From an optimization exercise on the open Yosys and OpenROAD flow, aimed at small area, a short achievable clock period and few clock cycles; shortcuts taken in it are not production practice. No functional check of the RTL was part of any run shown here. No activity file was given, so power comes from the tool's default toggle rates.

$ cat flow/design.v
`default_nettype none
package mac_op_pkg;
    typedef enum logic [1:0] {
        OP_CLEAR      = 2'b00,  
        OP_MAC_APPROX = 2'b01,
        OP_MAC_EXACT  = 2'b10,
        OP_READ       = 2'b11   
    } mac_op_e;
    typedef struct packed {
        mac_op_e                       op;
        logic signed [16-1:0] a;
        logic signed [16-1:0] b;
    } mac_cmd_t;
    typedef struct packed {
        logic    valid;
        mac_op_e op;
    } mac_tag_t;
endpackage
`default_nettype wire
`default_nettype none
package mac_data_pkg;
    typedef struct packed {
        logic signed [32-1:0] approx;  
        logic signed [32-1:0] exact;
    } prod_pair_t;
    typedef struct packed {
        logic signed [40-1:0] acc;
        logic [48-1:0]        err_sum;
        logic [32-1:0]       err_max;
        logic [32-1:0]       approx_cnt;  
    } mac_result_t;
endpackage
`default_nettype wire
`default_nettype none
module approx_mul_33 (
    input  wire [16-1:0] x,
    input  wire [16-1:0] y,
    input  wire                   ex,
    output logic [39:0]           ps,
    output logic [39:0]           pc,
    output logic [20:0]           es,
    output logic [20:0]           ec
);
    logic pt_w1;
    logic pt_w2;
    logic pt_w3;
    logic pt_w4;
    logic pt_w5;
    logic pt_w6;
    logic pt_w7;
    logic pt_w8;
    logic pt_w9;
    logic pt_w10;
    logic pt_w11;
    logic pt_w12;
    logic pt_w13;
    logic pt_w14;
    logic pt_w15;
    logic pt_w16;
    logic pt_w17;
    logic pt_w18;
    logic pt_w19;
    logic pt_w20;
    logic pt_w21;
    logic pt_w22;
    logic pt_w23;
    logic pt_w24;
    logic pt_w25;
    logic pt_w26;
    logic pt_w27;
    logic pt_w28;
    logic pt_w29;
    logic pt_w30;
    logic pt_w31;
    logic pt_w32;
    logic pt_w33;
    logic pt_w34;
    logic pt_w35;
    logic pt_w36;
    logic pt_w37;
    logic pt_w38;
    logic pt_w39;
    logic pt_w40;
    logic pt_w41;
    logic pt_w42;
    logic pt_w43;
    logic pt_w44;
    logic pt_w45;
    logic pt_w46;
    logic pt_w47;
    logic pt_w48;
    logic pt_w49;
    logic pt_w50;
    logic pt_w51;
    logic pt_w52;
    logic pt_w53;
    logic pt_w54;
    logic pt_w55;
    logic pt_w56;
    logic pt_w57;
    logic pt_w58;
    logic pt_w59;
    logic pt_w60;
    logic pt_w61;
    logic pt_w62;
    logic pt_w63;
    logic pt_w64;
    logic pt_w65;
    logic pt_w66;
    logic pt_w67;
    logic pt_w68;
    logic pt_w69;
    logic pt_w70;
    logic pt_w71;
    logic pt_w72;
    logic pt_w73;
    logic pt_w74;
    logic pt_w75;
    logic pt_w76;
    logic pt_w77;
    logic pt_w78;
    logic pt_w79;
    logic pt_w80;
    logic pt_w81;
    logic pt_w82;
    logic pt_w83;
    logic pt_w84;
    logic pt_w85;
    logic pt_w86;
    logic pt_w87;
    logic pt_w88;
    logic pt_w89;
    logic pt_w90;
    logic pt_w91;
    logic pt_w92;
    logic pt_w93;
    logic pt_w94;
    logic pt_w95;
    logic pt_w96;
    logic pt_w97;
    logic pt_w98;
    logic pt_w99;
    logic pt_w100;
    logic pt_w101;
    logic pt_w102;
    logic pt_w103;
    logic pt_w104;
    logic pt_w105;
    logic pt_w106;
    logic pt_w107;
    logic pt_w108;
    logic pt_w109;
    logic pt_w110;
    logic pt_w111;
    logic pt_w112;
    logic pt_w113;
    logic pt_w114;
    logic pt_w115;
    logic pt_w116;
    logic pt_w117;
    logic pt_w118;
    logic pt_w119;
    logic pt_w120;
    logic pt_w121;
    logic pt_w122;
    logic pt_w123;
    logic pt_w124;
    logic pt_w125;
    logic pt_w126;
    logic pt_w127;
    logic pt_w128;
    logic pt_w129;
    logic pt_w130;
    logic pt_w131;
    logic pt_w132;
    logic pt_w133;
    logic pt_w134;
    logic pt_w135;
    logic pt_w136;
    logic pt_w137;
    logic pt_w138;
    logic pt_w139;
    logic pt_w140;
    logic pt_w141;
    logic pt_w142;
    logic pt_w143;
    logic pt_w144;
    logic pt_w145;
    logic pt_w146;
    logic pt_w147;
    logic pt_w148;
    logic pt_w149;
    logic pt_w150;
    logic pt_w151;
    logic pt_w152;
    logic pt_w153;
    logic pt_w154;
    logic pt_w155;
    logic pt_w156;
    logic pt_w157;
    logic pt_w158;
    logic pt_w159;
    logic pt_w160;
    logic pt_w161;
    logic pt_w162;
    logic pt_w163;
    logic pt_w164;
    logic pt_w165;
    logic pt_w166;
    logic pt_w167;
    logic pt_w168;
    logic pt_w169;
    logic pt_w170;
    logic pt_w171;
    logic pt_w172;
    logic pt_w173;
    logic pt_w174;
    logic pt_w175;
    logic pt_w176;
    logic pt_w177;
    logic pt_w178;
    logic pt_w179;
    logic pt_w180;
    logic pt_w181;
    logic pt_w182;
    logic pt_w183;
    logic pt_w184;
    logic pt_w185;
    logic pt_w186;
    logic pt_w187;
    logic pt_w188;
    logic pt_w189;
    logic pt_w190;
    logic pt_w191;
    logic pt_w192;
    logic pt_w193;
    logic pt_w194;
    logic pt_w195;
    logic pt_w196;
    logic pt_w197;
    logic pt_w198;
    logic pt_w199;
    logic pt_w200;
    logic pt_w201;
    logic pt_w202;
    logic pt_w203;
    logic pt_w204;
    logic pt_w205;
    logic pt_w206;
    logic pt_w207;
    logic pt_w208;
    logic pt_w209;
    logic pt_w210;
    logic pt_w211;
    logic pt_w212;
    logic pt_w213;
    logic pt_w214;
    logic pt_w215;
    logic pt_w216;
    logic pt_w217;
    logic pt_w218;
    logic pt_w219;
    logic pt_w220;
    logic pt_w221;
    logic pt_w222;
    logic pt_w223;
    logic pt_w224;
    logic pt_w225;
    logic pt_w226;
    logic pt_w227;
    logic pt_w228;
    logic pt_w229;
    logic pt_w230;
    logic pt_w231;
    logic pt_w232;
    logic pt_w233;
    logic pt_w234;
    logic pt_w235;
    logic pt_w236;
    logic pt_w237;
    logic pt_w238;
    logic pt_w239;
    logic pt_w240;
    logic pt_w241;
    logic pt_w242;
    logic pt_w243;
    logic pt_w244;
    logic pt_w245;
    logic pt_w246;
    logic pt_w247;
    logic pt_w248;
    logic pt_w249;
    logic pt_w250;
    logic pt_w251;
    logic pt_w252;
    logic pt_w253;
    logic pt_w254;
    logic pt_w255;
    logic pt_w256;
    logic pt_w257;
    logic pt_w258;
    logic pt_w259;
    logic pt_w260;
    logic pt_w261;
    logic pt_w262;
    logic pt_w263;
    logic pt_w264;
    logic pt_w265;
    logic pt_w266;
    logic pt_w267;
    logic pt_w268;
    logic pt_w269;
    logic pt_w270;
    logic pt_w271;
    logic pt_w272;
    logic pt_w273;
    logic pt_w274;
    logic pt_w275;
    logic pt_w276;
    logic pt_w277;
    logic pt_w278;
    logic pt_w279;
    logic pt_w280;
    logic pt_w281;
    logic pt_w282;
    logic pt_w283;
    logic pt_w284;
    logic pt_w285;
    logic pt_w286;
    logic pt_w287;
    logic pt_w288;
    logic pt_w289;
    logic pt_w290;
    logic pt_w291;
    logic pt_w292;
    logic pt_w293;
    logic pt_w294;
    logic pt_w295;
    logic pt_w296;
    logic pt_w297;
    logic pt_w298;
    logic pt_w299;
    logic pt_w300;
    logic pt_w301;
    logic pt_w302;
    logic pt_w303;
    logic pt_w304;
    logic pt_w305;
    logic pt_w306;
    logic pt_w307;
    logic pt_w308;
    logic pt_w309;
    logic pt_w310;
    logic pt_w311;
    logic pt_w312;
    logic pt_w313;
    logic pt_w314;
    logic pt_w315;
    logic pt_w316;
    logic pt_w317;
    logic pt_w318;
    logic pt_w319;
    logic pt_w320;
    logic pt_w321;
    logic pt_w322;
    logic pt_w323;
    logic pt_w324;
    logic pt_w325;
    logic pt_w326;
    logic pt_w327;
    logic pt_w328;
    logic pt_w329;
    logic pt_w330;
    logic pt_w331;
    logic pt_w332;
    logic pt_w333;
    logic pt_w334;
    logic pt_w335;
    logic pt_w336;
    logic pt_w337;
    logic pt_w338;
    logic pt_w339;
    logic pt_w340;
    logic pt_w341;
    logic pt_w342;
    logic pt_w343;
    logic pt_w344;
    logic pt_w345;
    logic pt_w346;
    logic pt_w347;
    logic pt_w348;
    logic pt_w349;
    logic pt_w350;
    logic pt_w351;
    logic pt_w352;
    logic pt_w353;
    logic pt_w354;
    logic pt_w355;
    logic pt_w356;
    logic pt_w357;
    logic pt_w358;
    logic pt_w359;
    logic pt_w360;
    logic pt_w361;
    logic pt_w362;
    logic pt_w363;
    logic pt_w364;
    logic pt_w365;
    logic pt_w366;
    logic pt_w367;
    logic pt_w368;
    logic pt_w369;
    logic pt_w370;
    logic pt_w371;
    logic pt_w372;
    logic pt_w373;
    logic pt_w374;
    logic pt_w375;
    logic pt_w376;
    logic pt_w377;
    logic pt_w378;
    logic pt_w379;
    logic pt_w380;
    logic pt_w381;
    logic pt_w382;
    logic pt_w383;
    logic pt_w384;
    logic pt_w385;
    logic pt_w386;
    logic pt_w387;
    logic pt_w388;
    logic pt_w389;
    logic pt_w390;
    logic pt_w391;
    logic pt_w392;
    logic pt_w393;
    logic pt_w394;
    logic pt_w395;
    logic pt_w396;
    logic pt_w397;
    logic pt_w398;
    logic pt_w399;
    logic pt_w400;
    logic pt_w401;
    logic pt_w402;
    logic pt_w403;
    logic pt_w404;
    logic pt_w405;
    logic pt_w406;
    logic pt_w407;
    logic pt_w408;
    logic pt_w409;
    logic pt_w410;
    logic pt_w411;
    logic pt_w412;
    logic pt_w413;
    logic pt_w414;
    logic pt_w415;
    logic pt_w416;
    logic pt_w417;
    logic pt_w418;
    logic pt_w419;
    logic pt_w420;
    logic pt_w421;
    logic pt_w422;
    logic pt_w423;
    logic pt_w424;
    logic pt_w425;
    logic pt_w426;
    logic pt_w427;
    logic pt_w428;
    logic pt_w429;
    logic pt_w430;
    logic pt_w431;
    logic pt_w432;
    logic pt_w433;
    logic pt_w434;
    logic pt_w435;
    logic pt_w436;
    logic et_w1;
    logic et_w2;
    logic et_w3;
    logic et_w4;
    logic et_w5;
    logic et_w6;
    logic et_w7;
    logic et_w8;
    logic et_w9;
    logic et_w10;
    logic et_w11;
    logic et_w12;
    logic et_w13;
    logic et_w14;
    logic et_w15;
    logic et_w16;
    logic et_w17;
    logic et_w18;
    logic et_w19;
    logic et_w20;
    logic et_w21;
    logic et_w22;
    logic et_w23;
    logic et_w24;
    logic et_w25;
    logic et_w26;
    logic et_w27;
    logic et_w28;
    logic et_w29;
    logic et_w30;
    logic et_w31;
    logic et_w32;
    logic et_w33;
    logic et_w34;
    logic et_w35;
    logic et_w36;
    logic et_w37;
    logic et_w38;
    logic et_w39;
    logic et_w40;
    logic et_w41;
    logic et_w42;
    logic et_w43;
    logic et_w44;
    logic et_w45;
    logic et_w46;
    logic et_w47;
    logic et_w48;
    logic et_w49;
    logic et_w50;
    logic et_w51;
    logic et_w52;
    logic et_w53;
    logic et_w54;
    logic et_w55;
    logic et_w56;
    logic et_w57;
    logic et_w58;
    logic et_w59;
    logic et_w60;
    logic et_w61;
    logic et_w62;
    logic et_w63;
    logic et_w64;
    logic et_w65;
    logic et_w66;
    logic et_w67;
    logic et_w68;
    logic et_w69;
    logic et_w70;
    logic et_w71;
    logic et_w72;
    logic et_w73;
    logic et_w74;
    logic et_w75;
    logic et_w76;
    logic et_w77;
    logic et_w78;
    logic et_w79;
    logic et_w80;
    logic et_w81;
    logic et_w82;
    logic et_w83;
    logic et_w84;
    logic et_w85;
    logic et_w86;
    logic et_w87;
    logic et_w88;
    logic et_w89;
    logic et_w90;
    logic et_w91;
    logic et_w92;
    logic et_w93;
    logic et_w94;
    logic et_w95;
    logic et_w96;
    logic et_w97;
    logic et_w98;
    logic et_w99;
    logic et_w100;
    logic et_w101;
    logic et_w102;
    logic et_w103;
    logic et_w104;
    logic et_w105;
    logic et_w106;
    logic et_w107;
    logic et_w108;
    logic et_w109;
    logic et_w110;
    logic et_w111;
    logic et_w112;
    logic et_w113;
    logic et_w114;
    logic et_w115;
    logic et_w116;
    logic et_w117;
    logic et_w118;
    assign {pt_w2, pt_w1} = {(x[6] & y[8])} + {(x[7] & y[7])} + {(x[8] & y[6])};
    assign {pt_w4, pt_w3} = {(x[9] & y[5])} + {(x[10] & y[4])} + {(x[11] & y[3])};
    assign {pt_w6, pt_w5} = {(x[6] & y[9])} + {(x[7] & y[8])} + {(x[8] & y[7])};
    assign {pt_w8, pt_w7} = {(x[9] & y[6])} + {(x[10] & y[5])} + {(x[11] & y[4])};
    assign {pt_w10, pt_w9} = {(x[12] & y[3])} + {(x[13] & y[2])};
    assign {pt_w12, pt_w11} = {1'b1} + {(x[6] & y[10])} + {(x[7] & y[9])};
    assign {pt_w14, pt_w13} = {(x[8] & y[8])} + {(x[9] & y[7])} + {(x[10] & y[6])};
    assign {pt_w16, pt_w15} = {(x[6] & y[11])} + {(x[7] & y[10])} + {(x[8] & y[9])};
    assign {pt_w18, pt_w17} = {(x[9] & y[8])} + {(x[10] & y[7])} + {(x[11] & y[6])};
    assign {pt_w20, pt_w19} = {(x[6] & y[12])} + {(x[7] & y[11])} + {(x[8] & y[10])};
    assign {pt_w22, pt_w21} = {(x[9] & y[9])} + {(x[10] & y[8])};
    assign {pt_w24, pt_w23} = {(x[6] & y[13])} + {(x[7] & y[12])};
    assign {pt_w26, pt_w25} = {(x[6] & y[3])} + {(x[7] & y[2])};
    assign {pt_w28, pt_w27} = {(x[6] & y[4])} + {(x[7] & y[3])} + {(x[8] & y[2])};
    assign {pt_w30, pt_w29} = {(x[9] & y[1])} + {(x[10] & y[0])} + {((x[0] & y[10]) & ex)};
    assign {pt_w32, pt_w31} = {(x[6] & y[5])} + {(x[7] & y[4])} + {(x[8] & y[3])};
    assign {pt_w34, pt_w33} = {(x[9] & y[2])} + {(x[10] & y[1])} + {(x[11] & y[0])};
    assign {pt_w36, pt_w35} = {(x[0] & y[11])} + {(x[1] & y[10])} + {((x[2] & y[9]) & ex)};
    assign {pt_w38, pt_w37} = {(x[6] & y[6])} + {(x[7] & y[5])} + {(x[8] & y[4])};
    assign {pt_w40, pt_w39} = {(x[9] & y[3])} + {(x[10] & y[2])} + {(x[11] & y[1])};
    assign {pt_w42, pt_w41} = {(x[12] & y[0])} + {((x[2] & y[10]) & ex)} + {((x[3] & y[9]) & ex)};
    assign {pt_w44, pt_w43} = {(x[6] & y[7])} + {(x[7] & y[6])} + {(x[8] & y[5])};
    assign {pt_w46, pt_w45} = {(x[9] & y[4])} + {(x[10] & y[3])} + {(x[11] & y[2])};
    assign {pt_w48, pt_w47} = {(x[12] & y[1])} + {(x[13] & y[0])} + {((x[0] & y[13]) & ex)};
    assign {pt_w50, pt_w49} = {((x[1] & y[12]) & ex)} + {((x[0] & y[12]) & (x[1] & y[11]))};
    assign {pt_w52, pt_w51} = {pt_w1} + {pt_w3} + {(x[12] & y[2])};
    assign {pt_w54, pt_w53} = {(x[13] & y[1])} + {(x[14] & y[0])} + {((x[0] & y[14]) & ex)};
    assign {pt_w56, pt_w55} = {((x[1] & y[13]) & ex)} + {((x[2] & y[12]) & ex)} + {((x[3] & y[11]) & ex)};
    assign {pt_w58, pt_w57} = {((x[4] & y[10]) & ex)} + {((x[5] & y[9]) & ex)} + {((x[2] & y[11]) & (x[3] & y[10]) & ex)};
    assign {pt_w60, pt_w59} = {pt_w2} + {pt_w4} + {pt_w5};
    assign {pt_w62, pt_w61} = {pt_w7} + {pt_w9} + {(x[14] & y[1])};
    assign {pt_w64, pt_w63} = {~(x[15] & y[0])} + {(~(x[0] & y[15]) & ex)} + {((x[1] & y[14]) & ex)};
    assign {pt_w66, pt_w65} = {((x[2] & y[13]) & ex)} + {((x[3] & y[12]) & ex)} + {((x[4] & y[11]) & ex)};
    assign {pt_w68, pt_w67} = {pt_w6} + {pt_w8} + {pt_w10};
    assign {pt_w70, pt_w69} = {pt_w11} + {pt_w13} + {(x[11] & y[5])};
    assign {pt_w72, pt_w71} = {(x[12] & y[4])} + {(x[13] & y[3])} + {(x[14] & y[2])};
    assign {pt_w74, pt_w73} = {~(x[15] & y[1])} + {~(x[1] & y[15])} + {((x[4] & y[12]) ^ (x[5] & y[11]))};
    assign {pt_w76, pt_w75} = {pt_w12} + {pt_w14} + {pt_w15};
    assign {pt_w78, pt_w77} = {pt_w17} + {(x[12] & y[5])} + {(x[13] & y[4])};
    assign {pt_w80, pt_w79} = {(x[14] & y[3])} + {~(x[15] & y[2])} + {~(x[2] & y[15])};
    assign {pt_w82, pt_w81} = {(x[3] & y[14])} + {((x[4] & y[12]) & (x[5] & y[11]) & ex)} + {((x[2] & y[14]) & (x[3] & y[13]))};
    assign {pt_w84, pt_w83} = {pt_w16} + {pt_w18} + {pt_w19};
    assign {pt_w86, pt_w85} = {pt_w21} + {(x[11] & y[7])} + {(x[12] & y[6])};
    assign {pt_w88, pt_w87} = {(x[13] & y[5])} + {(x[14] & y[4])} + {~(x[15] & y[3])};
    assign {pt_w90, pt_w89} = {(x[4] & y[14])} + {(x[5] & y[13])} + {~(x[3] & y[15])};
    assign {pt_w92, pt_w91} = {pt_w20} + {pt_w22} + {pt_w23};
    assign {pt_w94, pt_w93} = {(x[8] & y[11])} + {(x[9] & y[10])} + {(x[10] & y[9])};
    assign {pt_w96, pt_w95} = {(x[11] & y[8])} + {(x[12] & y[7])} + {(x[13] & y[6])};
    assign {pt_w98, pt_w97} = {(x[14] & y[5])} + {~(x[15] & y[4])} + {~(x[4] & y[15])};
    assign {pt_w100, pt_w99} = {pt_w24} + {(x[6] & y[14])} + {(x[7] & y[13])};
    assign {pt_w102, pt_w101} = {(x[8] & y[12])} + {(x[9] & y[11])} + {(x[10] & y[10])};
    assign {pt_w104, pt_w103} = {(x[11] & y[9])} + {(x[12] & y[8])} + {(x[13] & y[7])};
    assign {pt_w106, pt_w105} = {(x[14] & y[6])} + {~(x[15] & y[5])};
    assign {pt_w108, pt_w107} = {~(x[6] & y[15])} + {(x[7] & y[14])} + {(x[8] & y[13])};
    assign {pt_w110, pt_w109} = {(x[9] & y[12])} + {(x[10] & y[11])} + {(x[11] & y[10])};
    assign {pt_w112, pt_w111} = {(x[12] & y[9])} + {(x[13] & y[8])};
    assign {pt_w114, pt_w113} = {~(x[7] & y[15])} + {(x[8] & y[14])} + {(x[9] & y[13])};
    assign {pt_w116, pt_w115} = {(x[10] & y[12])} + {(x[11] & y[11])};
    assign {pt_w118, pt_w117} = {~(x[8] & y[15])} + {(x[9] & y[14])};
    assign {pt_w120, pt_w119} = {(x[6] & y[0])} + {((x[0] & y[6]) & ex)};
    assign {pt_w122, pt_w121} = {(x[6] & y[1])} + {(x[7] & y[0])};
    assign {pt_w124, pt_w123} = {(x[6] & y[2])} + {(x[7] & y[1])} + {(x[8] & y[0])};
    assign {pt_w126, pt_w125} = {((x[2] & y[6]) & ex)} + {((x[3] & y[5]) & ex)} + {(ex ? ((x[0] & y[7]) & (x[1] & y[6])) : ((x[0] & y[7]) | (x[1] & y[6])))};
    assign {pt_w128, pt_w127} = {pt_w25} + {(x[8] & y[1])} + {(x[9] & y[0])};
    assign {pt_w130, pt_w129} = {((x[2] & y[7]) & ex)} + {((x[3] & y[6]) & ex)} + {((x[0] & y[8]) & (x[1] & y[7]))};
    assign {pt_w132, pt_w131} = {((x[0] & y[9]) ^ (x[1] & y[8]))} + {((x[4] & y[4]) & (x[5] & y[3]) & ex)};
    assign {pt_w134, pt_w133} = {pt_w26} + {pt_w27} + {pt_w29};
    assign {pt_w136, pt_w135} = {((x[1] & y[9]) & ex)} + {((x[4] & y[6]) & ex)} + {((x[5] & y[5]) & ex)};
    assign {pt_w138, pt_w137} = {((x[0] & y[9]) & (x[1] & y[8]) & ex)} + {(((x[2] & y[8]) ^ (x[3] & y[7])) & ex)} + {((x[4] & y[5]) & (x[5] & y[4]) & ex)};
    assign {pt_w140, pt_w139} = {pt_w28} + {pt_w30} + {pt_w31};
    assign {pt_w142, pt_w141} = {pt_w33} + {pt_w35} + {((x[3] & y[8]) & ex)};
    assign {pt_w144, pt_w143} = {((x[4] & y[7]) & ex)} + {((x[5] & y[6]) & ex)} + {((x[2] & y[8]) & (x[3] & y[7]))};
    assign {pt_w146, pt_w145} = {pt_w32} + {pt_w34} + {pt_w36};
    assign {pt_w148, pt_w147} = {pt_w37} + {pt_w39} + {pt_w41};
    assign {pt_w150, pt_w149} = {((x[4] & y[8]) & ex)} + {((x[5] & y[7]) & ex)} + {(((x[0] & y[12]) ^ (x[1] & y[11])) & ex)};
    assign {pt_w152, pt_w151} = {pt_w38} + {pt_w40} + {pt_w42};
    assign {pt_w154, pt_w153} = {pt_w43} + {pt_w45} + {pt_w47};
    assign {pt_w156, pt_w155} = {pt_w49} + {((x[2] & y[11]) ^ (x[3] & y[10]))} + {((x[4] & y[9]) ^ (x[5] & y[8]))};
    assign {pt_w158, pt_w157} = {pt_w44} + {pt_w46} + {pt_w48};
    assign {pt_w160, pt_w159} = {pt_w50} + {pt_w51} + {pt_w53};
    assign {pt_w162, pt_w161} = {pt_w55} + {pt_w57} + {((x[4] & y[9]) & (x[5] & y[8]) & ex)};
    assign {pt_w164, pt_w163} = {pt_w52} + {pt_w54} + {pt_w56};
    assign {pt_w166, pt_w165} = {pt_w58} + {pt_w59} + {pt_w61};
    assign {pt_w168, pt_w167} = {pt_w63} + {pt_w65} + {((x[5] & y[10]) & ex)};
    assign {pt_w170, pt_w169} = {pt_w60} + {pt_w62} + {pt_w64};
    assign {pt_w172, pt_w171} = {pt_w66} + {pt_w67} + {pt_w69};
    assign {pt_w174, pt_w173} = {pt_w71} + {pt_w73} + {(((x[2] & y[14]) ^ (x[3] & y[13])) & ex)};
    assign {pt_w176, pt_w175} = {pt_w68} + {pt_w70} + {pt_w72};
    assign {pt_w178, pt_w177} = {pt_w74} + {pt_w75} + {pt_w77};
    assign {pt_w180, pt_w179} = {pt_w79} + {pt_w81} + {(((x[4] & y[13]) ^ (x[5] & y[12])) & ex)};
    assign {pt_w182, pt_w181} = {pt_w76} + {pt_w78} + {pt_w80};
    assign {pt_w184, pt_w183} = {pt_w82} + {pt_w83} + {pt_w85};
    assign {pt_w186, pt_w185} = {pt_w87} + {pt_w89} + {(ex ? ((x[4] & y[13]) & (x[5] & y[12])) : ((x[4] & y[13]) | (x[5] & y[12])))};
    assign {pt_w188, pt_w187} = {pt_w84} + {pt_w86} + {pt_w88};
    assign {pt_w190, pt_w189} = {pt_w90} + {pt_w91} + {pt_w93};
    assign {pt_w192, pt_w191} = {pt_w95} + {pt_w97} + {(x[5] & y[14])};
    assign {pt_w194, pt_w193} = {pt_w92} + {pt_w94} + {pt_w96};
    assign {pt_w196, pt_w195} = {pt_w98} + {pt_w99} + {pt_w101};
    assign {pt_w198, pt_w197} = {pt_w103} + {pt_w105} + {~(x[5] & y[15])};
    assign {pt_w200, pt_w199} = {pt_w100} + {pt_w102} + {pt_w104};
    assign {pt_w202, pt_w201} = {pt_w106} + {pt_w107} + {pt_w109};
    assign {pt_w204, pt_w203} = {pt_w111} + {(x[14] & y[7])} + {~(x[15] & y[6])};
    assign {pt_w206, pt_w205} = {pt_w108} + {pt_w110} + {pt_w112};
    assign {pt_w208, pt_w207} = {pt_w113} + {pt_w115} + {(x[12] & y[10])};
    assign {pt_w210, pt_w209} = {(x[13] & y[9])} + {(x[14] & y[8])} + {~(x[15] & y[7])};
    assign {pt_w212, pt_w211} = {pt_w114} + {pt_w116} + {pt_w117};
    assign {pt_w214, pt_w213} = {(x[10] & y[13])} + {(x[11] & y[12])} + {(x[12] & y[11])};
    assign {pt_w216, pt_w215} = {(x[13] & y[10])} + {(x[14] & y[9])} + {~(x[15] & y[8])};
    assign {pt_w218, pt_w217} = {pt_w118} + {~(x[9] & y[15])} + {(x[10] & y[14])};
    assign {pt_w220, pt_w219} = {(x[11] & y[13])} + {(x[12] & y[12])} + {(x[13] & y[11])};
    assign {pt_w222, pt_w221} = {(x[14] & y[10])} + {~(x[15] & y[9])};
    assign {pt_w224, pt_w223} = {~(x[10] & y[15])} + {(x[11] & y[14])} + {(x[12] & y[13])};
    assign {pt_w226, pt_w225} = {(x[13] & y[12])} + {(x[14] & y[11])};
    assign {pt_w228, pt_w227} = {~(x[11] & y[15])} + {(x[12] & y[14])};
    assign {pt_w230, pt_w229} = {(x[0] & y[4])} + {(x[1] & y[3])};
    assign {pt_w232, pt_w231} = {((x[0] & y[5]) & ex)} + {((x[1] & y[4]) & ex)} + {((x[2] & y[3]) & ex)};
    assign {pt_w234, pt_w233} = {((x[3] & y[2]) & ex)} + {((x[4] & y[1]) & ex)};
    assign {pt_w236, pt_w235} = {pt_w119} + {((x[1] & y[5]) & ex)} + {((x[2] & y[4]) & ex)};
    assign {pt_w238, pt_w237} = {((x[3] & y[3]) & ex)} + {((x[4] & y[2]) & ex)} + {((x[5] & y[1]) & ex)};
    assign {pt_w240, pt_w239} = {pt_w120} + {pt_w121} + {((x[2] & y[5]) & ex)};
    assign {pt_w242, pt_w241} = {((x[3] & y[4]) & ex)} + {((x[0] & y[7]) ^ (x[1] & y[6]))} + {((x[4] & y[3]) ^ (x[5] & y[2]))};
    assign {pt_w244, pt_w243} = {pt_w122} + {pt_w123} + {pt_w125};
    assign {pt_w246, pt_w245} = {(((x[0] & y[8]) ^ (x[1] & y[7])) & ex)} + {((x[4] & y[3]) & (x[5] & y[2]) & ex)} + {((x[4] & y[4]) ^ (x[5] & y[3]))};
    assign {pt_w248, pt_w247} = {pt_w124} + {pt_w126} + {pt_w127};
    assign {pt_w250, pt_w249} = {pt_w129} + {pt_w131} + {((x[4] & y[5]) ^ (x[5] & y[4]))};
    assign {pt_w252, pt_w251} = {pt_w128} + {pt_w130} + {pt_w132};
    assign {pt_w254, pt_w253} = {pt_w133} + {pt_w135} + {pt_w137};
    assign {pt_w256, pt_w255} = {pt_w134} + {pt_w136} + {pt_w138};
    assign {pt_w258, pt_w257} = {pt_w139} + {pt_w141} + {pt_w143};
    assign {pt_w260, pt_w259} = {pt_w140} + {pt_w142} + {pt_w144};
    assign {pt_w262, pt_w261} = {pt_w145} + {pt_w147} + {pt_w149};
    assign {pt_w264, pt_w263} = {pt_w146} + {pt_w148} + {pt_w150};
    assign {pt_w266, pt_w265} = {pt_w151} + {pt_w153} + {pt_w155};
    assign {pt_w268, pt_w267} = {pt_w152} + {pt_w154} + {pt_w156};
    assign {pt_w270, pt_w269} = {pt_w157} + {pt_w159} + {pt_w161};
    assign {pt_w272, pt_w271} = {pt_w158} + {pt_w160} + {pt_w162};
    assign {pt_w274, pt_w273} = {pt_w163} + {pt_w165} + {pt_w167};
    assign {pt_w276, pt_w275} = {pt_w164} + {pt_w166} + {pt_w168};
    assign {pt_w278, pt_w277} = {pt_w169} + {pt_w171} + {pt_w173};
    assign {pt_w280, pt_w279} = {pt_w170} + {pt_w172} + {pt_w174};
    assign {pt_w282, pt_w281} = {pt_w175} + {pt_w177} + {pt_w179};
    assign {pt_w284, pt_w283} = {pt_w176} + {pt_w178} + {pt_w180};
    assign {pt_w286, pt_w285} = {pt_w181} + {pt_w183} + {pt_w185};
    assign {pt_w288, pt_w287} = {pt_w182} + {pt_w184} + {pt_w186};
    assign {pt_w290, pt_w289} = {pt_w187} + {pt_w189} + {pt_w191};
    assign {pt_w292, pt_w291} = {pt_w188} + {pt_w190} + {pt_w192};
    assign {pt_w294, pt_w293} = {pt_w193} + {pt_w195} + {pt_w197};
    assign {pt_w296, pt_w295} = {pt_w194} + {pt_w196} + {pt_w198};
    assign {pt_w298, pt_w297} = {pt_w199} + {pt_w201} + {pt_w203};
    assign {pt_w300, pt_w299} = {pt_w200} + {pt_w202} + {pt_w204};
    assign {pt_w302, pt_w301} = {pt_w205} + {pt_w207} + {pt_w209};
    assign {pt_w304, pt_w303} = {pt_w206} + {pt_w208} + {pt_w210};
    assign {pt_w306, pt_w305} = {pt_w211} + {pt_w213} + {pt_w215};
    assign {pt_w308, pt_w307} = {pt_w212} + {pt_w214} + {pt_w216};
    assign {pt_w310, pt_w309} = {pt_w217} + {pt_w219} + {pt_w221};
    assign {pt_w312, pt_w311} = {pt_w218} + {pt_w220} + {pt_w222};
    assign {pt_w314, pt_w313} = {pt_w223} + {pt_w225} + {~(x[15] & y[10])};
    assign {pt_w316, pt_w315} = {pt_w224} + {pt_w226} + {pt_w227};
    assign {pt_w318, pt_w317} = {(x[13] & y[13])} + {(x[14] & y[12])} + {~(x[15] & y[11])};
    assign {pt_w320, pt_w319} = {pt_w228} + {~(x[12] & y[15])} + {(x[13] & y[14])};
    assign {pt_w322, pt_w321} = {(x[14] & y[13])} + {~(x[15] & y[12])};
    assign {pt_w324, pt_w323} = {~(x[13] & y[15])} + {(x[14] & y[14])};
    assign {pt_w326, pt_w325} = {((x[0] & y[3]) & ex)} + {((x[1] & y[2]) & ex)};
    assign {pt_w328, pt_w327} = {pt_w229} + {((x[2] & y[2]) & ex)} + {((x[3] & y[1]) & ex)};
    assign {pt_w330, pt_w329} = {pt_w230} + {pt_w231} + {pt_w233};
    assign {pt_w332, pt_w331} = {pt_w232} + {pt_w234} + {pt_w235};
    assign {pt_w334, pt_w333} = {pt_w236} + {pt_w238} + {pt_w239};
    assign {pt_w336, pt_w335} = {pt_w240} + {pt_w242} + {pt_w243};
    assign {pt_w338, pt_w337} = {pt_w244} + {pt_w246} + {pt_w247};
    assign {pt_w340, pt_w339} = {pt_w248} + {pt_w250} + {pt_w251};
    assign {pt_w342, pt_w341} = {pt_w252} + {pt_w254} + {pt_w255};
    assign {pt_w344, pt_w343} = {pt_w256} + {pt_w258} + {pt_w259};
    assign {pt_w346, pt_w345} = {pt_w260} + {pt_w262} + {pt_w263};
    assign {pt_w348, pt_w347} = {pt_w264} + {pt_w266} + {pt_w267};
    assign {pt_w350, pt_w349} = {pt_w268} + {pt_w270} + {pt_w271};
    assign {pt_w352, pt_w351} = {pt_w272} + {pt_w274} + {pt_w275};
    assign {pt_w354, pt_w353} = {pt_w276} + {pt_w278} + {pt_w279};
    assign {pt_w356, pt_w355} = {pt_w280} + {pt_w282} + {pt_w283};
    assign {pt_w358, pt_w357} = {pt_w284} + {pt_w286} + {pt_w287};
    assign {pt_w360, pt_w359} = {pt_w288} + {pt_w290} + {pt_w291};
    assign {pt_w362, pt_w361} = {pt_w292} + {pt_w294} + {pt_w295};
    assign {pt_w364, pt_w363} = {pt_w296} + {pt_w298} + {pt_w299};
    assign {pt_w366, pt_w365} = {pt_w300} + {pt_w302} + {pt_w303};
    assign {pt_w368, pt_w367} = {pt_w304} + {pt_w306} + {pt_w307};
    assign {pt_w370, pt_w369} = {pt_w308} + {pt_w310} + {pt_w311};
    assign {pt_w372, pt_w371} = {pt_w312} + {pt_w314} + {pt_w315};
    assign {pt_w374, pt_w373} = {pt_w316} + {pt_w318} + {pt_w319};
    assign {pt_w376, pt_w375} = {pt_w320} + {pt_w322} + {pt_w323};
    assign {pt_w378, pt_w377} = {pt_w324} + {~(x[14] & y[15])};
    assign {pt_w380, pt_w379} = {((x[0] & y[2]) & ex)} + {((x[1] & y[1]) & ex)};
    assign {pt_w382, pt_w381} = {pt_w325} + {((x[2] & y[1]) & ex)} + {((x[3] & y[0]) & ex)};
    assign {pt_w384, pt_w383} = {pt_w326} + {pt_w327} + {((x[4] & y[0]) & ex)};
    assign {pt_w386, pt_w385} = {pt_w328} + {pt_w329} + {((x[5] & y[0]) & ex)};
    assign {pt_w388, pt_w387} = {pt_w330} + {pt_w331} + {pt_w237};
    assign {pt_w390, pt_w389} = {pt_w332} + {pt_w333} + {pt_w241};
    assign {pt_w392, pt_w391} = {pt_w334} + {pt_w335} + {pt_w245};
    assign {pt_w394, pt_w393} = {pt_w336} + {pt_w337} + {pt_w249};
    assign {pt_w396, pt_w395} = {pt_w338} + {pt_w339} + {pt_w253};
    assign {pt_w398, pt_w397} = {pt_w340} + {pt_w341} + {pt_w257};
    assign {pt_w400, pt_w399} = {pt_w342} + {pt_w343} + {pt_w261};
    assign {pt_w402, pt_w401} = {pt_w344} + {pt_w345} + {pt_w265};
    assign {pt_w404, pt_w403} = {pt_w346} + {pt_w347} + {pt_w269};
    assign {pt_w406, pt_w405} = {pt_w348} + {pt_w349} + {pt_w273};
    assign {pt_w408, pt_w407} = {pt_w350} + {pt_w351} + {pt_w277};
    assign {pt_w410, pt_w409} = {pt_w352} + {pt_w353} + {pt_w281};
    assign {pt_w412, pt_w411} = {pt_w354} + {pt_w355} + {pt_w285};
    assign {pt_w414, pt_w413} = {pt_w356} + {pt_w357} + {pt_w289};
    assign {pt_w416, pt_w415} = {pt_w358} + {pt_w359} + {pt_w293};
    assign {pt_w418, pt_w417} = {pt_w360} + {pt_w361} + {pt_w297};
    assign {pt_w420, pt_w419} = {pt_w362} + {pt_w363} + {pt_w301};
    assign {pt_w422, pt_w421} = {pt_w364} + {pt_w365} + {pt_w305};
    assign {pt_w424, pt_w423} = {pt_w366} + {pt_w367} + {pt_w309};
    assign {pt_w426, pt_w425} = {pt_w368} + {pt_w369} + {pt_w313};
    assign {pt_w428, pt_w427} = {pt_w370} + {pt_w371} + {pt_w317};
    assign {pt_w430, pt_w429} = {pt_w372} + {pt_w373} + {pt_w321};
    assign {pt_w432, pt_w431} = {pt_w374} + {pt_w375} + {~(x[15] & y[13])};
    assign {pt_w434, pt_w433} = {pt_w376} + {pt_w377} + {~(x[15] & y[14])};
    assign {pt_w436, pt_w435} = {pt_w378} + {(x[15] & y[15])};
    assign {et_w2, et_w1} = {1'b1} + {~(x[0] & y[6])};
    assign {et_w4, et_w3} = {1'b1} + {~(x[0] & y[10])} + {~(x[1] & y[9])};
    assign {et_w6, et_w5} = {~(x[0] & y[14])} + {~(x[1] & y[13])} + {~(x[2] & y[12])};
    assign {et_w8, et_w7} = {(x[0] & y[15])} + {~(x[1] & y[14])};
    assign {et_w10, et_w9} = {1'b1} + {~(x[0] & y[3])};
    assign {et_w12, et_w11} = {1'b1} + {~(x[2] & y[2])};
    assign {et_w14, et_w13} = {~(x[0] & y[5])} + {~(x[1] & y[4])} + {~(x[2] & y[3])};
    assign {et_w16, et_w15} = {~(x[3] & y[2])} + {~(x[4] & y[1])};
    assign {et_w18, et_w17} = {et_w1} + {~(x[1] & y[5])} + {~(x[2] & y[4])};
    assign {et_w20, et_w19} = {~(x[3] & y[3])} + {~(x[4] & y[2])} + {~(x[5] & y[1])};
    assign {et_w22, et_w21} = {et_w2} + {~(x[2] & y[5])};
    assign {et_w24, et_w23} = {~(x[2] & y[6])} + {~(x[3] & y[5])} + {((x[0] & y[7]) ^ (x[1] & y[6]))};
    assign {et_w26, et_w25} = {1'b1} + {~(x[2] & y[7])};
    assign {et_w28, et_w27} = {et_w3} + {~(x[4] & y[6])} + {~(x[5] & y[5])};
    assign {et_w30, et_w29} = {~((x[0] & y[9]) & (x[1] & y[8]))} + {~((x[2] & y[8]) ^ (x[3] & y[7]))};
    assign {et_w32, et_w31} = {et_w4} + {~(x[2] & y[9])} + {~(x[3] & y[8])};
    assign {et_w34, et_w33} = {~(x[4] & y[7])} + {~(x[5] & y[6])};
    assign {et_w36, et_w35} = {~(x[2] & y[10])} + {~(x[3] & y[9])} + {~(x[4] & y[8])};
    assign {et_w38, et_w37} = {~(x[5] & y[7])} + {~((x[0] & y[12]) ^ (x[1] & y[11]))};
    assign {et_w40, et_w39} = {1'b1} + {~(x[0] & y[13])};
    assign {et_w42, et_w41} = {et_w5} + {~(x[3] & y[11])} + {~(x[4] & y[10])};
    assign {et_w44, et_w43} = {~(x[5] & y[9])} + {~((x[2] & y[11]) & (x[3] & y[10]))};
    assign {et_w46, et_w45} = {et_w6} + {et_w7} + {~(x[2] & y[13])};
    assign {et_w48, et_w47} = {~(x[3] & y[12])} + {~(x[4] & y[11])} + {~(x[5] & y[10])};
    assign {et_w50, et_w49} = {1'b1} + {et_w8};
    assign {et_w52, et_w51} = {1'b1} + {~(x[0] & y[2])};
    assign {et_w54, et_w53} = {et_w9} + {~(x[1] & y[2])} + {~(x[2] & y[1])};
    assign {et_w56, et_w55} = {et_w10} + {et_w11} + {~(x[3] & y[1])};
    assign {et_w58, et_w57} = {et_w12} + {et_w13} + {et_w15};
    assign {et_w60, et_w59} = {et_w14} + {et_w16} + {et_w17};
    assign {et_w62, et_w61} = {et_w18} + {et_w20} + {et_w21};
    assign {et_w64, et_w63} = {et_w22} + {et_w23} + {~((x[0] & y[8]) ^ (x[1] & y[7]))};
    assign {et_w66, et_w65} = {et_w24} + {et_w25} + {~(x[3] & y[6])};
    assign {et_w68, et_w67} = {et_w26} + {et_w27} + {et_w29};
    assign {et_w70, et_w69} = {et_w28} + {et_w30} + {et_w31};
    assign {et_w72, et_w71} = {et_w32} + {et_w34} + {et_w35};
    assign {et_w74, et_w73} = {et_w36} + {et_w38} + {et_w39};
    assign {et_w76, et_w75} = {et_w40} + {et_w41} + {et_w43};
    assign {et_w78, et_w77} = {et_w42} + {et_w44} + {et_w45};
    assign {et_w80, et_w79} = {et_w46} + {et_w48} + {et_w49};
    assign {et_w82, et_w81} = {et_w50} + {~((x[4] & y[12]) & (x[5] & y[11]))};
    assign {et_w84, et_w83} = {1'b1} + {~(x[0] & y[1])};
    assign {et_w86, et_w85} = {et_w51} + {~(x[1] & y[1])} + {~(x[2] & y[0])};
    assign {et_w88, et_w87} = {et_w52} + {et_w53} + {~(x[3] & y[0])};
    assign {et_w90, et_w89} = {et_w54} + {et_w55} + {~(x[4] & y[0])};
    assign {et_w92, et_w91} = {et_w56} + {et_w57} + {~(x[5] & y[0])};
    assign {et_w94, et_w93} = {et_w58} + {et_w59} + {et_w19};
    assign {et_w96, et_w95} = {et_w60} + {et_w61} + {~(x[3] & y[4])};
    assign {et_w98, et_w97} = {et_w62} + {et_w63} + {~((x[4] & y[3]) & (x[5] & y[2]))};
    assign {et_w100, et_w99} = {et_w64} + {et_w65} + {~((x[4] & y[4]) & (x[5] & y[3]))};
    assign {et_w102, et_w101} = {et_w66} + {et_w67} + {~((x[4] & y[5]) & (x[5] & y[4]))};
    assign {et_w104, et_w103} = {et_w68} + {et_w69} + {et_w33};
    assign {et_w106, et_w105} = {et_w70} + {et_w71} + {et_w37};
    assign {et_w108, et_w107} = {et_w72} + {et_w73} + {~(x[1] & y[12])};
    assign {et_w110, et_w109} = {et_w74} + {et_w75} + {~((x[4] & y[9]) & (x[5] & y[8]))};
    assign {et_w112, et_w111} = {et_w76} + {et_w77} + {et_w47};
    assign {et_w114, et_w113} = {et_w78} + {et_w79} + {~((x[2] & y[14]) ^ (x[3] & y[13]))};
    assign {et_w116, et_w115} = {et_w80} + {et_w81} + {~((x[4] & y[13]) ^ (x[5] & y[12]))};
    assign {et_w118, et_w117} = {1'b1} + {et_w82} + {((x[4] & y[13]) ^ (x[5] & y[12]))};
    assign ps = {1'b1, 1'b1, 1'b1, 1'b1, 1'b1, 1'b1, 1'b1, 1'b1, pt_w436, pt_w434, pt_w432, pt_w430, pt_w428, pt_w426, pt_w424, pt_w422, pt_w420, pt_w418, pt_w416, pt_w414, pt_w412, pt_w410, pt_w408, pt_w406, pt_w404, pt_w402, pt_w400, pt_w398, pt_w396, pt_w394, pt_w392, pt_w390, pt_w388, pt_w386, pt_w384, pt_w382, pt_w380, pt_w379, ((x[0] & y[1]) & ex), ((x[0] & y[0]) & ex)};
    assign pc = {1'b0, 1'b0, 1'b0, 1'b0, 1'b0, 1'b0, 1'b0, 1'b0, 1'b1, pt_w435, pt_w433, pt_w431, pt_w429, pt_w427, pt_w425, pt_w423, pt_w421, pt_w419, pt_w417, pt_w415, pt_w413, pt_w411, pt_w409, pt_w407, pt_w405, pt_w403, pt_w401, pt_w399, pt_w397, pt_w395, pt_w393, pt_w391, pt_w389, pt_w387, pt_w385, pt_w383, pt_w381, ((x[2] & y[0]) & ex), ((x[1] & y[0]) & ex), 1'b0};
    assign es = {1'b1, et_w118, et_w116, et_w114, et_w112, et_w110, et_w108, et_w106, et_w104, et_w102, et_w100, et_w98, et_w96, et_w94, et_w92, et_w90, et_w88, et_w86, et_w84, et_w83, 1'b1};
    assign ec = {1'b0, 1'b0, et_w117, et_w115, et_w113, et_w111, et_w109, et_w107, et_w105, et_w103, et_w101, et_w99, et_w97, et_w95, et_w93, et_w91, et_w89, et_w87, et_w85, ~(x[1] & y[0]), ~(x[0] & y[0])};
endmodule
`default_nettype wire
`default_nettype none
module mac_ctrl (
    input  wire  clk,
    input  wire  arst_n,
    input  wire  cmd_valid,
    input  wire  [1:0] cmd_op,
    output logic cmd_ready,
    output logic [1:0] a_op,     
    output logic b_clr,          
    output logic b_apx,          
    output logic b_exa,          
    output logic result_valid,
    input  wire  result_ready
);
    logic a_v;
    logic go;
    logic a_v_nxt;
    logic rv_nxt;
    assign go      = !result_valid || result_ready;
    assign a_v_nxt = (a_v && !go) || (cmd_valid && cmd_ready);
    assign rv_nxt  = (result_valid && !result_ready) || (a_v && go && a_op == 2'b11);
    always_ff @(posedge clk or negedge arst_n) begin
        if (!arst_n) begin
            a_v          <= 1'b0;
            cmd_ready    <= 1'b1;
            result_valid <= 1'b0;
            b_clr        <= 1'b0;
            b_apx        <= 1'b0;
            b_exa        <= 1'b0;
        end else begin
            a_v          <= a_v_nxt;
            result_valid <= rv_nxt;
            cmd_ready    <= !(a_v_nxt && rv_nxt);
            b_clr        <= a_v && go && a_op == 2'b00;
            b_apx        <= a_v && go && a_op == 2'b01;
            b_exa        <= a_v && go && a_op == 2'b10;
        end
    end
    always_ff @(posedge clk) begin
        if (cmd_ready) a_op <= cmd_op;
    end
endmodule
`default_nettype wire
`default_nettype none
module err_monitor (
    input  wire                    clk,
    input  wire                    arst_n,
    input  wire  [20:0]            d,
    input  wire                    b_clr,
    input  wire                    b_apx,
    output logic [48-1:0]  err_sum,
    output logic [32-1:0] err_max,
    output logic [32-1:0] approx_cnt
);
    logic [19:0] abs_err;
    logic [19:0] max_q;
    assign abs_err = (d[19:0] ^ {20{d[20]}}) + {19'b0, d[20]};
    assign err_max = {12'b0, max_q};
    always_ff @(posedge clk or negedge arst_n) begin
        if (!arst_n) begin
            err_sum    <= '0;
            max_q      <= '0;
            approx_cnt <= '0;
        end else if (b_clr) begin
            err_sum    <= '0;
            max_q      <= '0;
            approx_cnt <= '0;
        end else if (b_apx) begin
            err_sum    <= err_sum + {28'b0, abs_err};
            approx_cnt <= approx_cnt + 1'b1;
            if (abs_err > max_q) max_q <= abs_err;
        end
    end
endmodule
`default_nettype wire
`default_nettype none
module mac_accum (
    input  wire                   clk,
    input  wire                   arst_n,
    input  wire  [39:0]           ps,
    input  wire  [39:0]           pc,
    input  wire                   b_clr,
    input  wire                   b_mac,
    output logic [40-1:0] acc
);
    always_ff @(posedge clk or negedge arst_n) begin
        if (!arst_n) begin
            acc <= '0;
        end else if (b_clr) begin
            acc <= '0;
        end else if (b_mac) begin
            acc <= acc + ps + pc;  
        end
    end
endmodule
`default_nettype wire
`default_nettype none
module approx_mac_top (
    input  wire                         clk,
    input  wire                         arst_n,
    input  wire [33:0]                  cmd,     
    input  wire                         cmd_valid,
    output logic                        cmd_ready,
    output logic [151:0]                result,  
    output logic                        result_valid,
    input  wire                         result_ready
);
    mac_op_pkg::mac_cmd_t         cmd_s;
    mac_data_pkg::mac_result_t    result_s;
    logic [1:0]                   a_op;
    logic [16-1:0]       a_q;
    logic [16-1:0]       b_q;
    logic                         b_clr;
    logic                         b_apx;
    logic                         b_exa;
    logic [39:0]                  ps;
    logic [39:0]                  pc;
    logic [20:0]                  es;
    logic [20:0]                  ec;
    logic [39:0]                  ps_q;
    logic [39:0]                  pc_q;
    logic [20:0]                  d_q;
    logic signed [40-1:0] acc;
    logic [48-1:0]        err_sum;
    logic [32-1:0]       err_max;
    logic [32-1:0]       approx_cnt;
    assign cmd_s  = cmd;
    assign result = result_s;
    mac_ctrl mac_ctrl_i (
        .clk          (clk),
        .arst_n       (arst_n),
        .cmd_valid    (cmd_valid),
        .cmd_op       (cmd_s.op),
        .cmd_ready    (cmd_ready),
        .a_op         (a_op),
        .b_clr        (b_clr),
        .b_apx        (b_apx),
        .b_exa        (b_exa),
        .result_valid (result_valid),
        .result_ready (result_ready)
    );
    always_ff @(posedge clk) begin
        if (cmd_ready) begin
            a_q <= cmd_s.a;
            b_q <= cmd_s.b;
        end
    end
    approx_mul_33 approx_mul_33_i (
        .x  (a_q),
        .y  (b_q),
        .ex (a_op == 2'b10),
        .ps (ps),
        .pc (pc),
        .es (es),
        .ec (ec)
    );
    always_ff @(posedge clk) begin
        ps_q <= ps;
        pc_q <= pc;
        d_q  <= es + ec;
    end
    err_monitor err_monitor_i (
        .clk        (clk),
        .arst_n     (arst_n),
        .d          (d_q),
        .b_clr      (b_clr),
        .b_apx      (b_apx),
        .err_sum    (err_sum),
        .err_max    (err_max),
        .approx_cnt (approx_cnt)
    );
    mac_accum mac_accum_i (
        .clk    (clk),
        .arst_n (arst_n),
        .ps     (ps_q),
        .pc     (pc_q),
        .b_clr  (b_clr),
        .b_mac  (b_apx || b_exa),
        .acc    (acc)
    );
    assign result_s.acc        = acc;
    assign result_s.err_sum    = err_sum;
    assign result_s.err_max    = err_max;
    assign result_s.approx_cnt = approx_cnt;
endmodule
`default_nettype wire
$ cat flow/run.sh
#!/bin/bash
# synth_recipe.tcl (not shown) runs the flow's synth.tcl, then flattens the netlist and writes it again
# the make line also repeats each setting of config.mk as NAME=value (left out here)
make -C /OpenROAD-flow-scripts/flow DESIGN_CONFIG=/design/flow/config.mk WORK_HOME=/design/flow/orfs CLKGATE_MAP_FILE= SYNTH_SCRIPT=/design/flow/synth_recipe.tcl finish
$ cat flow/config.mk
export PLATFORM = sky130hd
export DESIGN_NAME = approx_mac_top
export DESIGN_NICKNAME = approx_mac_top
export VERILOG_FILES = /design/flow/design.v
export SDC_FILE = /design/flow/constraint.sdc
export NUM_CORES = 4
export LEC_CHECK = 0
export CAP_MARGIN = 20
export CORE_MARGIN = 2
export CORE_UTILIZATION = 40
export SLEW_MARGIN = 20
$ cat flow/constraint.sdc
create_clock -name core_clock -period 9.0 [get_ports {clk}]
set_input_delay 1.8000 -clock core_clock [delete_from_list [all_inputs] [get_ports {clk}]]
set_output_delay 1.8000 -clock core_clock [all_outputs]
set_load 0.01 [all_outputs]
==> metrics.md, run 1 <==
| Metric | Value |
|---|---|
| Fin Clk Skew | 0.0365 ns |
| WL/cell | 18.0 um |
| H-Tree Depth | 1 |
| Reg power frac | 0.196 |
| Most frequent cell after synthesis | inv_1 |
| Area grow syn2layout | 15.9% |
| DRC violations left | 0 |
| Via density | 5.11 |
| CP Class | register to register |
| Relative slew slack | 0.425 |
| CTS Root Cell | clkbuf_16 |
| Cells on worst reg2reg path | 18 |
| Rows | 87 |
| Worst VDD drop | 203 uV |
| Post-Syn Instances | 2,438 |
| CTS tree | done |
| Synth area leader | fa_1 |
| Final Cycle Share | 0.564 |
| Final cell count without fillers | 3,351 |
| Syn_area_per_cell | 9.41 sq um |
| Finished Cell Area | 26,600 sq um |
| Crit path max fanout | 18 |
| Critical-path cell list | and2_1 -> ha_1 -> inv_1 -> fa_1 -> inv_1 -> fa_1 -> inv_1 -> fa_1 -> inv_1 -> ha_1 -> a21oi_1 -> o21ai_0 -> o21a_1 -> a41o_1 -> o31ai_1 -> nand2b_1 -> a221oi_1 -> xnor2_1 |
| Critical path's top delay family | adder cells |
| Fin. max-slew vios | 0 |
| Switching share of power | 0.474 |
| Mapped cell area | 22,900 sq um |
| Internal power | 0.00535 W |
| Tmin final | 5.07 ns |
| Post-cts hold buffer count | 0 |
| Vias | 17,100 |
| P_sw | 0.00482 W |
| Pwr Density | 383 nW/um^2 |
| Post_cts resized | 0 |
| Worst min path class | register to register |
| Hpwl dp | 47,000 um |
| DIE HEIGHT | 243 um |
| Final setup fails | 0 |
| Die area | 59,300 sq um |
| Yosys Warn Count | 4 |
| Clock Power Share | 0.139 |
| Worst path slowest cell | edfxtp_1 |
| Dominant synthesized flop cell | dfrtp_1 |
| CORE AREA | 56,500 sq um |
| First-pass GRT wire length | 97,700 um |
| Status | finished clean |
| IO Port Bufs | 179 |
| Register area | 6340 sq um |
| CP most frequent cell | inv_1 |
| Max-cap violation count | 0 |
| Share of cells above drive strength 1 | 0.0378 |
| Iter 0 DRT Violations | 797 |
| Post-synth ARST share | 0.555 |
| Clock slew at reported path FFs | 0.06 ns |
| CP Depth | 18 |
| RD Place Congestion | 0.909 |
| Critical path startpoint category | register |
| Setup slack, reg-to-reg | 3.93 ns |
| Unrepaired setup endpoints after global routing | no |
| Post-route ant nets | 0 |
| Placed cell count | 3,292 |
| Yosys reg bits | 263 |
| Power, Total | 0.0102 W |
| CTS sink count | 263 |
| Post-synth EDFFs | 34 |
| Hold depth | 1 |
| Drt total wl | 60,400 um |
| Global route total overflow | 0 |
| Worst Path Required | 9.55 ns |
| Post-synth top area share | 0.234 |
| Placed inst area | 25,400 sq um |
| Final #Nets | 3,026 |
| CP Data Arrival Time | 5.63 ns |
| Setup TNS | 0 ns |
| Total CTS buffers | 31 |
| Hold Vio Cnt, Final | 0 |
| Postcts setup bufs | 0 |
| Crit end category | register |
| Pin count of the biggest net entering global routing | 83 |
| N_diodes | 0 |
| Crit Reg-Reg Startpoint | b_q[7] |
| Worst Setup SP | b_q[7] |
| Maximum clock frequency | 197 MHz |
| Clk latency of the worst-skew pair | 0.63 ns |
| Fill cells | 5,315 |
| Num ports | 192 |
| Sequential share of the synthesized area | 0.276 |
| Die W | 243 um |
| Gate power share | 0.665 |
| Vias in the first global route | 17,800 |
| Area occupied by multi-input gates | 14,900 sq um |
| Min-delay src | mac_ctrl_i.a_op[1] |
| Global-route usage over all layers | 0.206 |
| Post-synth cell types | 72 |
| Lkg Pwr | 12.3 nW |
| Area contributors post-synth | fa_1 23%, dfrtp_1 16%, ha_1 8.2%, dfxtp_1 7.2%, inv_1 5.5% |
| Clock Tree Buf Depth | 3 |
| Worst path bufs/invs | 4 |
| Hold Worst Slack | 0.522 ns |
| Initial antenna violation count | 7 |
| Commonest cells post-synth | 339 x inv_1, 268 x fa_1, 242 x nand2_1 |
| Peak per-stage delay on the critical path | 0.67 ns |
| Starting density of the core | 0.406 |
| Worst-margin pin slew | 0.862 ns |
| TritonRoute pass-1 iters | 6 |
==> flip-flops by register name (all words and copies together), names as in the netlist <==
signal                    cells
err_monitor_i.err_sum        48
mac_accum_i.acc              40
err_monitor_i.approx_cnt     32
ps_q                         32
mac_accum_i.pc               30
d_q                          21
err_monitor_i.max_q          20
a_q                          16
b_q                          16
mac_ctrl_i.a_op               2
mac_ctrl_i.a_v                1
mac_ctrl_i.b_apx              1
mac_ctrl_i.b_clr              1
mac_ctrl_i.b_exa              1
mac_ctrl_i.cmd_ready          1
mac_ctrl_i.result_valid       1
==> cell usage in the layout, fill, tap and decap left out, types with 10 or more instances in the layout <==
cell / count
a211oi_1: 25
a21o_1: 41
a21oi_1: 109
a31oi_1: 10
and2_1: 185
and3_1: 61
buf_4: 18
clkbuf_16: 34
clkdlybuf4s50_1: 178
conb_1: 12
dfrtp_1: 144
dfxtp_1: 83
edfxtp_1: 34
fa_1: 268
ha_1: 150
inv_1: 339
mux2i_1: 34
nand2_1: 242
nand2b_1: 17
nand3_1: 51
nand4_1: 28
nor2_1: 172
nor2b_1: 16
nor3_1: 13
o21ai_0: 56
xnor2_1: 75
xor2_1: 67
==> logic make-up after synthesis <==
kind of cell | Yosys count | synth area share
AO/OA/AOI/OAI | 314 | 0.0873
adder cells (fa/ha/maj) | 418 | 0.316
buffers and inverters | 449 | 0.0755
other | 1 | 0.000164
multiplexers | 36 | 0.0158
XOR/XNOR | 142 | 0.0542
AND/OR/NAND/NOR | 815 | 0.175
flip-flops | 263 | 0.276
==> power by group through the flow <==
stage | sequential [W] | combinational (W) | clock (W)
6_report | 0.00199 | 0.00677 | 0.00142
5_1_grt | 0.00204 | 0.00760 | 0.00150
4_1_cts | 0.00199 | 0.00676 | 0.00145
3_5_place_dp | 0.00202 | 0.00672 | 0
3_3_place_gp | 0.00200 | 0.00661 | 0
2_1_floorplan | 0.00190 | 0.00469 | 0
==> per-layer routing <==
| metal | track usage | routed length, um | up-vias |
|---|---|---|---|
| met2 | 0.345 | 28600 | 431 |
| met5 | 0 | 11 | - |
| met4 | 0.0507 | 1440 | 2 |
| li1 | - | - | 8052 |
| met1 | 0.284 | 27000 | 8563 |
| met3 | 0.0271 | 3290 | 85 |
==> metrics by stage <==
stage,util,setup WS [ns]
after floorplan,-,4.46
after global placement,0.450,3.94
after CTS,0.470,3.82
final,0.471,3.93
after detailed placement,0.450,3.85
after global routing,0.471,3.53
==> worst paths after layout <==
kind / endpoint
max: d_q[17]
min: mac_ctrl_i.b_apx
max reg2reg: d_q[17]
min reg2reg: mac_ctrl_i.b_apx
max in group asynchronous: err_monitor_i.err_sum[3]
min in group asynchronous: mac_accum_i.acc[14]
==> layout make-up <==
cell class / instances / area share
clock buffers: 38 / 0.0341
clock inverters: 20 / 0.00984
inverters: 339 / 0.0479
multi-input cells: 1737 / 0.561
flip-flops and latches: 263 / 0.239
well taps: 756 / 0.0356
repair buffers: 198 / 0.0728
==> run 2: changes to the inputs <==
--- a/flow/config.mk
+++ b/flow/config.mk
@@ -8,4 +8,5 @@
 export CAP_MARGIN = 20
 export CORE_MARGIN = 2
 export CORE_UTILIZATION = 40
+export SETUP_SLACK_MARGIN = 5
 export SLEW_MARGIN = 20
==> run 2 against run 1 <==
Effect of this change:
- still clean
- cell count is 3.1% higher
- combinational power is 13% higher
- die area stayed put
- worst setup slack better by 0.70 ns
- critical endpoint unchanged
- largest cell class unchanged
- largest power group unchanged
- highest routed layer unchanged
==> metrics.md, run 2 <==
| Metric | Value |
|---|---|
| Critical path startpoint category | register |
| DIE HEIGHT | 243 um |
| Via density | 5.15 |
| Final #Nets | 3,129 |
| Die area | 59,300 sq um |
| CORE AREA | 56,500 sq um |
| Post-synth cell types | 72 |
| CTS tree | done |
| Post-synth EDFFs | 34 |
| Clock Tree Buf Depth | 3 |
| Post-synth top area share | 0.234 |
| Unrepaired setup endpoints after global routing | yes |
| Final cell count without fillers | 3,455 |
| Fin. max-slew vios | 0 |
| Clk latency of the worst-skew pair | 0.55 ns |
| Yosys reg bits | 263 |
| Global route total overflow | 0 |
| Syn_area_per_cell | 9.41 sq um |
| Yosys Warn Count | 4 |
| First-pass GRT wire length | 98,700 um |
| WL/cell | 18.1 um |
| Switching share of power | 0.458 |
| Dominant synthesized flop cell | dfrtp_1 |
| Vias | 17,800 |
| Worst-margin pin slew | 0.893 ns |
| Hpwl dp | 43,700 um |
| Num ports | 192 |
| Largest register by flop count | err_monitor_i.err_sum |
| Post-synth ARST share | 0.555 |
| Crit end category | register |
| Lkg Pwr | 13.0 nW |
| N_diodes | 0 |
| Global-route usage over all layers | 0.208 |
| CTS Root Cell | clkbuf_16 |
| Pwr Density | 389 nW/um^2 |
| Hold Vio Cnt, Final | 0 |
| Worst Path Required | 9.42 ns |
| Hold depth | 1 |
| Relative slew slack | 0.405 |
| Die W | 243 um |
| Max-cap violation count | 0 |
| P_sw | 0.00508 W |
| Placed cell count | 3,292 |
| Fin Clk Skew | 0.0301 ns |
| DRC violations left | 0 |
| Iter 0 DRT Violations | 964 |
| Rows | 87 |
| Setup TNS | 0 ns |
| Synth area leader | fa_1 |
| Commonest non-fill, non-tap cells in the layout | 328 x inv_1, 249 x fa_1, 236 x nand2_1 |
| Final Cycle Share | 0.486 |
| Reg power frac | 0.177 |
| Vias in the first global route | 18,200 |
| Initial antenna violation count | 1 |
| Sequential share of the synthesized area | 0.276 |
| Max FFs per register | 48 |
| Simple-gate area share of the yosys netlist | 0.175 |
| Clock Power Share | 0.133 |
| Compound-Gate Fraction of Synth Area | 0.0873 |
| Largest registers | err_monitor_i.err_sum x48, mac_accum_i.acc x40 |
| CTS sink count | 263 |
| Worst VDD drop | 206 uV |
| Post-synthesis xor/xnor area fraction | 0.0542 |
| Worst min path class | register to register |
| Area grow syn2layout | 24.3% |
| Tmin final | 4.37 ns |
| Maximum clock frequency | 229 MHz |
| Total CTS buffers | 34 |
| Worst slack, placed | 3.79 ns |
| TritonRoute pass-1 iters | 5 |
| IO Port Bufs | 179 |
| Mux share of post-synthesis cell area | 0.0158 |
| CP Class | register to register |
| Crit path max fanout | 4 |
| Internal power | 0.00600 W |
| Pin count of the biggest net entering global routing | 80 |
| Most frequent cell after synthesis | inv_1 |
| Commonest cells post-synth | 339 x inv_1, 268 x fa_1, 242 x nand2_1 |
| Share of cells above drive strength 1 | 0.123 |
| Cells on worst reg2reg path | 19 |
| Post-route setup slack | 4.63 ns |
| Post-route ant nets | 0 |
| Drt total wl | 62,400 um |
| Clock slew at reported path FFs | 0.06 ns |
| RD Place Congestion | 0.890 |
| Status | finished clean |
| Gate power share | 0.690 |
| Hold Worst Slack | 0.517 ns |
| Combinational family with the most area after synthesis | adder cells |
| H-Tree Depth | 2 |
| Post-Syn Instances | 2,438 |
| Final setup fails | 0 |
| Fill cells | 5,097 |
| Commonest non-fill, non-tap cell in the layout | inv_1 |
| Post-synthesis adder-cell area fraction | 0.316 |
| Area contributors post-synth | fa_1 23%, dfrtp_1 16%, ha_1 8.2%, dfxtp_1 7.2%, inv_1 5.5% |
| Starting density of the core | 0.406 |
| Mapped cell area | 22,900 sq um |
| CP Data Arrival Time | 4.79 ns |
## run 2: cell counts after synthesis
No cell type changed its count.
## run 2: critical path, cell delays in order, from the launching register on
cell and delay [ns]:
edfxtp_1 0.41, buf_12 0.16, and2_4 0.16, ha_4 0.27, inv_4 0.03, fa_1 0.48
inv_1 0.05, fa_1 0.49, inv_2 0.05, fa_1 0.51, inv_2 0.05, ha_4 0.23
a21oi_4 0.13, nand2_1 0.07, o21a_1 0.20, a41o_1 0.23, o31ai_4 0.27, nand2b_1 0.13
a221oi_2 0.25, xnor2_1 0.10
## run 2: final timing paths
check,start,endpoint,slack (ns)
worst max-delay path,b_q[7],d_q[17],4.63
worst min-delay path,mac_ctrl_i.a_op[1],mac_ctrl_i.b_apx,0.52
worst max register to register,b_q[7],d_q[17],4.63
worst min register to register,mac_ctrl_i.a_op[1],mac_ctrl_i.b_apx,0.52
max in group asynchronous,arst_n,err_monitor_i.max_q[10],6.24
min in group asynchronous,arst_n,mac_accum_i.acc[27],1.32
## run 2: layout make-up
| type | instances | area, sq um | share of cell area |
|---|---|---|---|
| Inverter | 339 | 1270 | 0.0447 |
| Sequential cell | 263 | 6340 | 0.222 |
| Timing Repair Buffer | 297 | 2860 | 0.100 |
| Tap cell | 756 | 946 | 0.0332 |
| Clock buffer | 43 | 926 | 0.0325 |
| Multi-Input combinational cell | 1738 | 15900 | 0.557 |
| Clock inverter | 19 | 287 | 0.0101 |
## run 2: per-layer routing
layer | vias up | wire [um] | GRT usage
met1 | 8924 | 28600 | 0.289
met5 | - | 13 | 0
met3 | 114 | 3300 | 0.0343
li1 | 8254 | - | -
met4 | 2 | 1780 | 0.0657
met2 | 485 | 28800 | 0.331
## run 2: logic make-up (layout without fill, tap and decap cells)
logic type | Yosys count | in the layout
compound gates | 314 | 314
xor+xnor | 142 | 142
simple gates | 815 | 816
flops | 263 | 263
mux | 36 | 36
other cells | 1 | 12
fa+ha+maj | 418 | 418
buf+inv | 449 | 698
## run 2: metrics by stage
stage           util  instance area (sq um)  power [W]
3_5_place_dp   0.451                  25500    0.00853
4_1_cts        0.489                  27600     0.0105
5_1_grt        0.505                  28500     0.0121
2_1_floorplan      -                  23100    0.00668
6_report       0.505                  28500     0.0111
3_3_place_gp   0.451                  25500    0.00840
## run 2: repair_timing
| action | 4_1_cts | 5_1_grt |
|---|---|---|
| buffers inserted | 64 | 33 |
| setup endpoints to repair | 91 | 83 |
| endpoints found under the hold margin | 0 | 0 |
| cloned | 2 | 2 |
| pin swaps | 22 | 70 |
| hold buffers | 0 | 0 |
| resized for setup | 66 | 140 |
## run 2: power groups by stage
stage / registers [W] / clock network (W) / logic (W)
after floorplan: 0.00190 / 0 / 0.00477
after global placement: 0.00199 / 0 / 0.00641
after detailed placement: 0.00200 / 0 / 0.00654
after CTS: 0.00195 / 0.00151 / 0.00702
after global routing: 0.00201 / 0.00156 / 0.00852
final: 0.00196 / 0.00147 / 0.00765

-- afterwards: timing with drivers on the ports --
How much do the figures lean on ideal ports? The routed layouts below were timed once more, with nothing changed but the port constraints. Step 1, drivers: a clkbuf_16 drives clk and a buf_2 each remaining input, both assumed. Step 2, shift: input delay + t, output delay - t, t = (earliest + latest rising clock arrival at the registers) / 2. This alone moves slack from input paths to output paths. Slacks: ideal ports / drivers / drivers and shift; pairs: ideal ports / drivers.
run	t, ns	setup WS [ns]	clock arrival spread, ns
run 1	0.665	3.926 / 3.926 / 3.926	0.036 / 0.037
run 2	0.597	4.630 / 4.630 / 4.630	0.032 / 0.032
After both steps setup and hold are still met in every run listed.
